Source: an optimization exercise on an open RTL-to-GDS flow (aim: small area). Production flows keep margins and buffers that such runs may drop. The RTL was checked by simulation tests, not by an equivalence proof against the original design. Power and IR drop assume default switching activity.

## onyx
// issue_top
module issue_top (
    input  logic                clk,
    input  logic                rst,
    input  logic                flush,
    input  logic                div_busy,
    input  logic                inst_valid,
    input  logic [1-1:0]    inst_fu,
    input  issue_pkg::op_word_u inst_op,
    input  logic [4-1:0]   inst_rob_tag,
    input  logic                inst_rs1_valid,
    input  logic [4-1:0]   inst_rs1_tag,
    input  logic [32-1:0]    inst_rs1_data,
    input  logic                inst_rs2_valid,
    input  logic [4-1:0]   inst_rs2_tag,
    input  logic [32-1:0]    inst_rs2_data,
    input  logic [32-1:0]    inst_imm,
    input  logic                inst_use_imm,
    output logic                inst_ready,
    input  logic                cdb_valid,
    input  logic [4-1:0]   cdb_tag,
    input  logic [32-1:0]    cdb_data,
    output logic                alu_valid,
    output logic [4-1:0]    alu_op,
    output logic [4-1:0]   alu_rob_tag,
    output logic [32-1:0]    alu_src1,
    output logic [32-1:0]    alu_src2,
    output logic                div_start,
    output logic                div_signed,
    output logic                div_rem,
    output logic [4-1:0]   div_rob_tag,
    output logic [32-1:0]    div_src1,
    output logic [32-1:0]    div_src2
);
Size in the first run: about 450 flip-flops, about 300 I/O pins.
clock: 5.0 ns
lec_check: 0
cap_margin: 20
core_margin: 2
core_utilization: 40
cts_cluster_diameter: 60
cts_cluster_size: 40
slew_margin: 20
standard.sh (not shown) runs the stock make flow with config.mk's settings and CLKGATE_MAP_FILE= SYNTH_SCRIPT=/design/flow/synth_recipe.tcl, a recipe that flattens the netlist after the stock synthesis.
==> flow/flow/run.sh <==
#!/bin/bash
# Standard layout (the standard.sh, standard synthesis unchanged) with two
# changes to how the layout is made:
#  - the port buffers are buf_1 rather than the default clkdlybuf4s50_1;
#  - before floorplanning, combinational cells that synthesis sized up are set
#    back to their smallest drive (downsize.tcl); the flow's own repair steps
#    then upsize where timing, slew or load needs it.
set -euo pipefail
here=$(pwd)
export BUFFER_PORTS_ARGS="-buffer_cell sky130_fd_sc_hd__buf_1"
export PRE_FLOORPLAN_TCL="$here/flow/downsize.tcl"
export CTS_ARGS="-sink_clustering_enable -repair_clock_nets -sink_clustering_size 40 -sink_clustering_max_diameter 60 -dont_use_dummy_load"
bash standard.sh > standard.log 2>&1
==> flow/flow/downsize.tcl <==
# Set every combinational cell that synthesis sized up back to the smallest
# drive of the same function; placement and CTS repair upsize where timing,
# slew or load needs it.
set ds_db [ord::get_db]
set ds_block [[$ds_db getChip] getBlock]
set ds_count 0
foreach ds_inst [$ds_block getInsts] {
  set ds_m [[$ds_inst getMaster] getName]
  if { [regexp {^(sky130_fd_sc_hd__[a-z0-9]+)_([0-9]+)$} $ds_m -> ds_base ds_sz] && $ds_sz > 1 } {
    if { [regexp {df|dl|sdf|edf|clk|tap|fill|decap|conb} $ds_base] } { continue }
    foreach ds_try [list ${ds_base}_1 ${ds_base}_0] {
      if { [$ds_db findMaster $ds_try] != "NULL" && [sta::find_liberty_cell $ds_try] != "NULL" } {
        if { [lsearch -exact $::env(DONT_USE_CELLS) $ds_try] < 0 } {
          replace_cell [$ds_inst getName] $ds_try
          incr ds_count
          break
        }
      }
    }
  }
}
puts "downsize: $ds_count cells set to their smallest drive"
onyx ran to completion and came out clean on the timing, design-rule and antenna checks.
Modified inputs, tundra compared to onyx
Settings: PLACE_DENSITY now 0.7, previously not set.
### Flow results
tundra: stage delay of the slowest cell on the critical path is 0.10 ns lower than what onyx reported. Compare tundra and onyx | final critical-path setup slack lower: onyx. Compared with onyx, tundra ends up with a smaller final cell area. Compare tundra and onyx | global-route total usage across every layer lower: tundra. tundra and onyx ended up with nearly the same share of the final layout cell area in sequential cells. Sort tundra and onyx by wire length desc -> top: onyx. Final critical delay including setup and external delays: tundra lower than onyx. Total power improves in tundra relative to onyx. Clock transition at the registers of the reported paths across tundra and onyx: no real change.
The following lists how fjord was set up differently from tundra:
Settings: CTS_CLUSTER_SIZE: 40 -> 30; CTS_CLUSTER_DIAMETER: 60 -> 50; SLEW_MARGIN: 20 -> 0; CTS_BUF_LIST: unset -> sky130_fd_sc_hd__clkbuf_8; CAP_MARGIN: 20 -> 0.
diff --git a/flow/flow/run.sh b/flow/flow/run.sh
--- a/flow/flow/run.sh
+++ b/flow/flow/run.sh
@@ -12 +12 @@
-export CTS_ARGS="-sink_clustering_enable -repair_clock_nets -sink_clustering_size 40 -sink_clustering_max_diameter 60 -dont_use_dummy_load"
+export CTS_ARGS="-sink_clustering_enable -repair_clock_nets -sink_clustering_size 30 -sink_clustering_max_diameter 50 -buf_list sky130_fd_sc_hd__clkbuf_8 -dont_use_dummy_load"
Notes after the runs:
- fjord did not stop at any stage, and its layout met the timing, design-rule and antenna checks.
- tundra → fjord: worst-case setup margin in the final layout now smaller; total wire length comparable; minimum setup slack among reg-to-reg paths now larger.
- XOR/XNOR share of the synthesized area came out exactly the same in tundra and fjord.
- [compare] base=tundra new=fjord: fmax about even, met3 capacity usage during global routing comparable, power shows a reduction of 7.5%, part of the power in the clock network now sits lower.
What quartz does differently from fjord at the input level:
Settings: changing CTS_CLUSTER_SIZE from 30 to 40; removing CTS_BUF_LIST (formerly sky130_fd_sc_hd__clkbuf_8); changing CAP_MARGIN from 0 to 20; removing PLACE_DENSITY (formerly 0.7); changing CTS_CLUSTER_DIAMETER from 50 to 60; changing SLEW_MARGIN from 0 to 20.
diff --git a/flow/flow/run.sh b/flow/flow/run.sh
--- a/flow/flow/run.sh
+++ b/flow/flow/run.sh
@@ -12 +11,0 @@
-export CTS_ARGS="-sink_clustering_enable -repair_clock_nets -sink_clustering_size 30 -sink_clustering_max_diameter 50 -buf_list sky130_fd_sc_hd__clkbuf_8 -dont_use_dummy_load"
## What came out
quartz does worse than fjord on net load switching power.
Looking at core utilization, quartz sits 1.5 points higher than fjord does.
In the reports for fjord and quartz, the smaller final worst-path setup slack belongs to quartz.
Non-clock buffer count across fjord and quartz: no real change.
In quartz the part of the total power dissipated in combinational logic turned out 1.8 points lower than in fjord.
Run comparison: fjord worst setup path startpoint i_div_rs.a2_q[0]; quartz worst setup path startpoint i_div_rs.a2_q[1]
Per the comparison of quartz with fjord, area of combinational cells with multiple inputs comparable; final weighted congestion of routability-driven global placement fell 8.8%.
Diff fjord -> quartz: global-route usage higher, final non-filler cell area went up.
#### Input delta (zinc over quartz)
Settings: CTS_CLUSTER_SIZE changed from 40 to 30; CTS_CLUSTER_DIAMETER changed from 60 to 50; CTS_BUF_LIST newly set to sky130_fd_sc_hd__clkbuf_8.
diff --git a/flow/flow/run.sh b/flow/flow/run.sh
--- a/flow/flow/run.sh
+++ b/flow/flow/run.sh
@@ -11,0 +12 @@
+export CTS_ARGS="-sink_clustering_enable -repair_clock_nets -sink_clustering_size 30 -sink_clustering_max_diameter 50 -buf_list sky130_fd_sc_hd__clkbuf_8 -dont_use_dummy_load"
- [compare] base=quartz new=zinc: sequential share of layout area saw an increase, fraction of area in clock buffers and inverters went down, via count moved down.
> inputs changed (zinc -> lagoon)
Settings: a deleted CTS_BUF_LIST that had been sky130_fd_sc_hd__clkbuf_8; a change of CTS_CLUSTER_DIAMETER from 50 to 80; a change of CTS_CLUSTER_SIZE from 30 to 60.
diff --git a/flow/flow/run.sh b/flow/flow/run.sh
--- a/flow/flow/run.sh
+++ b/flow/flow/run.sh
@@ -12 +11,0 @@
-export CTS_ARGS="-sink_clustering_enable -repair_clock_nets -sink_clustering_size 30 -sink_clustering_max_diameter 50 -buf_list sky130_fd_sc_hd__clkbuf_8 -dont_use_dummy_load"
--- outcome ---
| worst setup slack | lagoon vs zinc | 0.039 ns higher |. The higher relative slew slack of zinc and lagoon is in lagoon. When the final numbers for zinc and lagoon were put side by side, the final cell area excluding filler cells turned out to be smaller in zinc. Going from zinc to lagoon, met2 wirelength from detailed routing increased by 150 um relative to the old numbers, time the final worst path needs with I/O delays and setup shrank by 0.039 ns. Number of cells on the critical path: lagoon vs zinc identical.

========
Another version of the RTL of issue_top (not shown whole).
For scale: ~1900 cells after synthesis, about 450 flip-flops.
Settings: LEC_CHECK=0, CAP_MARGIN=20, CORE_MARGIN=2, CORE_UTILIZATION=40, CTS_CLUSTER_DIAMETER=60, CTS_CLUSTER_SIZE=40, SLEW_MARGIN=20; clock period 5.0 ns.
==> flow/flow/run.sh <==
#!/bin/bash
# Standard layout, with the port buffers made from buf_1 instead of the
# default choice (clkdlybuf4s50_1, which is larger).
set -euo pipefail
export BUFFER_PORTS_ARGS="-buffer_cell sky130_fd_sc_hd__buf_1"
bash standard.sh > standard.log 2>&1
Change:
==> flow/run.sh (new file) <==
#!/bin/bash
# synth_recipe.tcl (not shown) runs the flow's synth.tcl, then flattens the netlist and writes it again
# the make line also repeats each setting of config.mk as NAME=value (left out here)
make -C /OpenROAD-flow-scripts/flow DESIGN_CONFIG=/design/flow/config.mk WORK_HOME=/design/flow/orfs CLKGATE_MAP_FILE= SYNTH_SCRIPT=/design/flow/synth_recipe.tcl finish
- CTS_BUF_LIST: not set -> sky130_fd_sc_hd__clkbuf_4
- CTS_CLUSTER_DIAMETER: 60 -> not set
- CTS_CLUSTER_SIZE: 40 -> not set
removed: flow/flow/run.sh
removed: flow/standard.sh
The new run completed with no timing, DRC or antenna violations.
Area after synthesis stays the same.
Design area is higher by 9.7%.
Synthesized cell count does not change.
Worst setup slack is worse by 0.65 ns.
First-iteration DRC count is higher by 4.0%.
Change:
==> flow/flow/run.sh (new file) <==
#!/bin/bash
# Standard layout, with the port buffers made from buf_1 instead of the
# default choice (clkdlybuf4s50_1, which is larger).
set -euo pipefail
export BUFFER_PORTS_ARGS="-buffer_cell sky130_fd_sc_hd__buf_1"
bash standard.sh > standard.log 2>&1
==> flow/standard.sh (new file) <==
#!/bin/bash
# synth_recipe.tcl (not shown) runs the flow's synth.tcl, then flattens the netlist and writes it again
# the make line also repeats each setting of config.mk as NAME=value (left out here)
make -C /OpenROAD-flow-scripts/flow DESIGN_CONFIG=/design/flow/config.mk WORK_HOME=/design/flow/orfs CLKGATE_MAP_FILE= SYNTH_SCRIPT=/design/flow/synth_recipe.tcl "${@:-finish}"
- CTS_BUF_LIST: sky130_fd_sc_hd__clkbuf_4 -> not set
removed: flow/run.sh
Sequential power hardly moves.
Critical path depth does not change.
Flip-flop and latch count does not change.
Die area does not change.
Total power climbs slightly.
Worst setup slack gains 0.65 ns.
Combinational power drops by about a fifth.
Area after synthesis does not change.
Change:
- CORE_UTILIZATION: 40 -> 70
After rerunning: Fmax went up by 0.94%; combinational power hardly moves; clock power went down by 8.8%; die area went down by 42%; final cell count went down by 10%; setup slack gets better by 0.035 ns; sequential power hardly moves; global-route usage went up by 16 points.

========
issue_top with an RTL version that a note above also has.
Size in the first run: about 450 flip-flops, roughly 300 I/O pins.
clock: 5.0 ns
lec_check: 0
cap_margin: 20
core_margin: 2
core_utilization: 40
cts_buf_list: sky130_fd_sc_hd__clkbuf_8
cts_cluster_diameter: 50
cts_cluster_size: 30
place_density: 0.7
slew_margin: 20
==> flow/flow/run.sh <==
#!/bin/bash
# Standard layout (the standard.sh, standard synthesis unchanged) with two
# changes to how the layout is made:
#  - the port buffers are buf_1 rather than the default clkdlybuf4s50_1;
#  - before floorplanning, combinational cells that synthesis sized up are set
#    back to their smallest drive (downsize.tcl); the flow's own repair steps
#    then upsize where timing, slew or load needs it.
set -euo pipefail
here=$(pwd)
export BUFFER_PORTS_ARGS="-buffer_cell sky130_fd_sc_hd__buf_1"
export PRE_FLOORPLAN_TCL="$here/flow/downsize.tcl"
export CTS_ARGS="-sink_clustering_enable -repair_clock_nets -sink_clustering_size 30 -sink_clustering_max_diameter 50 -buf_list sky130_fd_sc_hd__clkbuf_8 -dont_use_dummy_load"
bash standard.sh > standard.log 2>&1
Scripts as last shown in full above: flow/flow/downsize.tcl
The starting point finished with timing, DRC and antenna clean.
==> next run, changes <==
--- a/flow/flow/run.sh
+++ b/flow/flow/run.sh
@@ -10,4 +10,4 @@
 export BUFFER_PORTS_ARGS="-buffer_cell sky130_fd_sc_hd__buf_1"
 export PRE_FLOORPLAN_TCL="$here/flow/downsize.tcl"
-export CTS_ARGS="-sink_clustering_enable -repair_clock_nets -sink_clustering_size 30 -sink_clustering_max_diameter 50 -buf_list sky130_fd_sc_hd__clkbuf_8 -dont_use_dummy_load"
+export CTS_ARGS="-sink_clustering_enable -repair_clock_nets -sink_clustering_size 25 -sink_clustering_max_diameter 40 -buf_list sky130_fd_sc_hd__clkbuf_8 -dont_use_dummy_load"
 bash standard.sh > standard.log 2>&1
- CTS_CLUSTER_DIAMETER: 50 -> 40
- CTS_CLUSTER_SIZE: 30 -> 25
=> The changed run ran to the end with no violations. Non-clock buffer count stays the same. Power goes up by 4.8%. Design area climbs by 1.0%. Cell count rose by 0.51%. Global-route usage increases by 0.12 points. Worst setup slack loses 0.10 ns. Wire length hardly moves. Synthesized cell count stays the same. Combinational power barely changes. Clock-buffer cell count went up by 16. Clock skew went down by 0.017 ns.

==> port drivers added, routing unchanged <==
The flow's constraints put no driver on any port. The routed layouts listed below were extracted and timed again, unchanged, in two steps. Step 1 assumes that a clkbuf_16 drives the clock port and a buf_2 every other input. Step 2 also shifts input and output timing later by t, the mid clock arrival at the registers, as if the neighbouring blocks saw the same clock. Slacks: ideal / step 1 / step 2; pairs: ideal / step 1.
| run | shift t [ns] | setup slack, ns | hold slack, ns | pins driven straight from the clock port |
|---|---|---|---|---|
| onyx | 0.614 | 1.104 / 1.044 / 1.326 | 0.486 / 0.486 / 0.486 | 1 |
| tundra | 0.578 | 1.250 / 1.196 / 1.272 | 0.487 / 0.487 / 0.487 | 1 |
| fjord | 0.641 | 1.242 / 1.185 / 1.291 | 0.493 / 0.493 / 0.493 | 1 |
| quartz | 0.625 | 1.083 / 1.025 / 1.341 | 0.488 / 0.488 / 0.488 | 1 |
| zinc | 0.679 | 1.050 / 0.997 / 1.350 | 0.490 / 0.490 / 0.490 | 1 |
| lagoon | 0.650 | 1.089 / 1.029 / 1.329 | 0.495 / 0.495 / 0.495 | 1 |
| the first run of note 2 | 0.623 | 1.182 / 1.121 / 1.293 | 0.485 / 0.485 / 0.485 | 1 |
| the second run of note 2 | 0.934 | 0.536 / 0.477 / 1.010 | 0.482 / 0.482 / 0.482 | 1 |
| the third run of note 2 | 0.655 | 1.187 / 1.125 / 1.265 | 0.481 / 0.481 / 0.481 | 1 |
| the fourth run of note 2 | 0.597 | 1.222 / 1.169 / 1.216 | 0.481 / 0.481 / 0.481 | 1 |
| the first run of note 3 | 0.641 | 1.242 / 1.185 / 1.291 | 0.493 / 0.493 / 0.493 | 1 |
| the second run of note 3 | 0.691 | 1.139 / 1.089 / 1.302 | 0.482 / 0.482 / 0.482 | 1 |
After both steps every run listed still meets setup and hold. The setup slack of the fourth run of note 2, which loses most, moves by -0.053 ns with the drivers and by -0.006 ns with both steps.
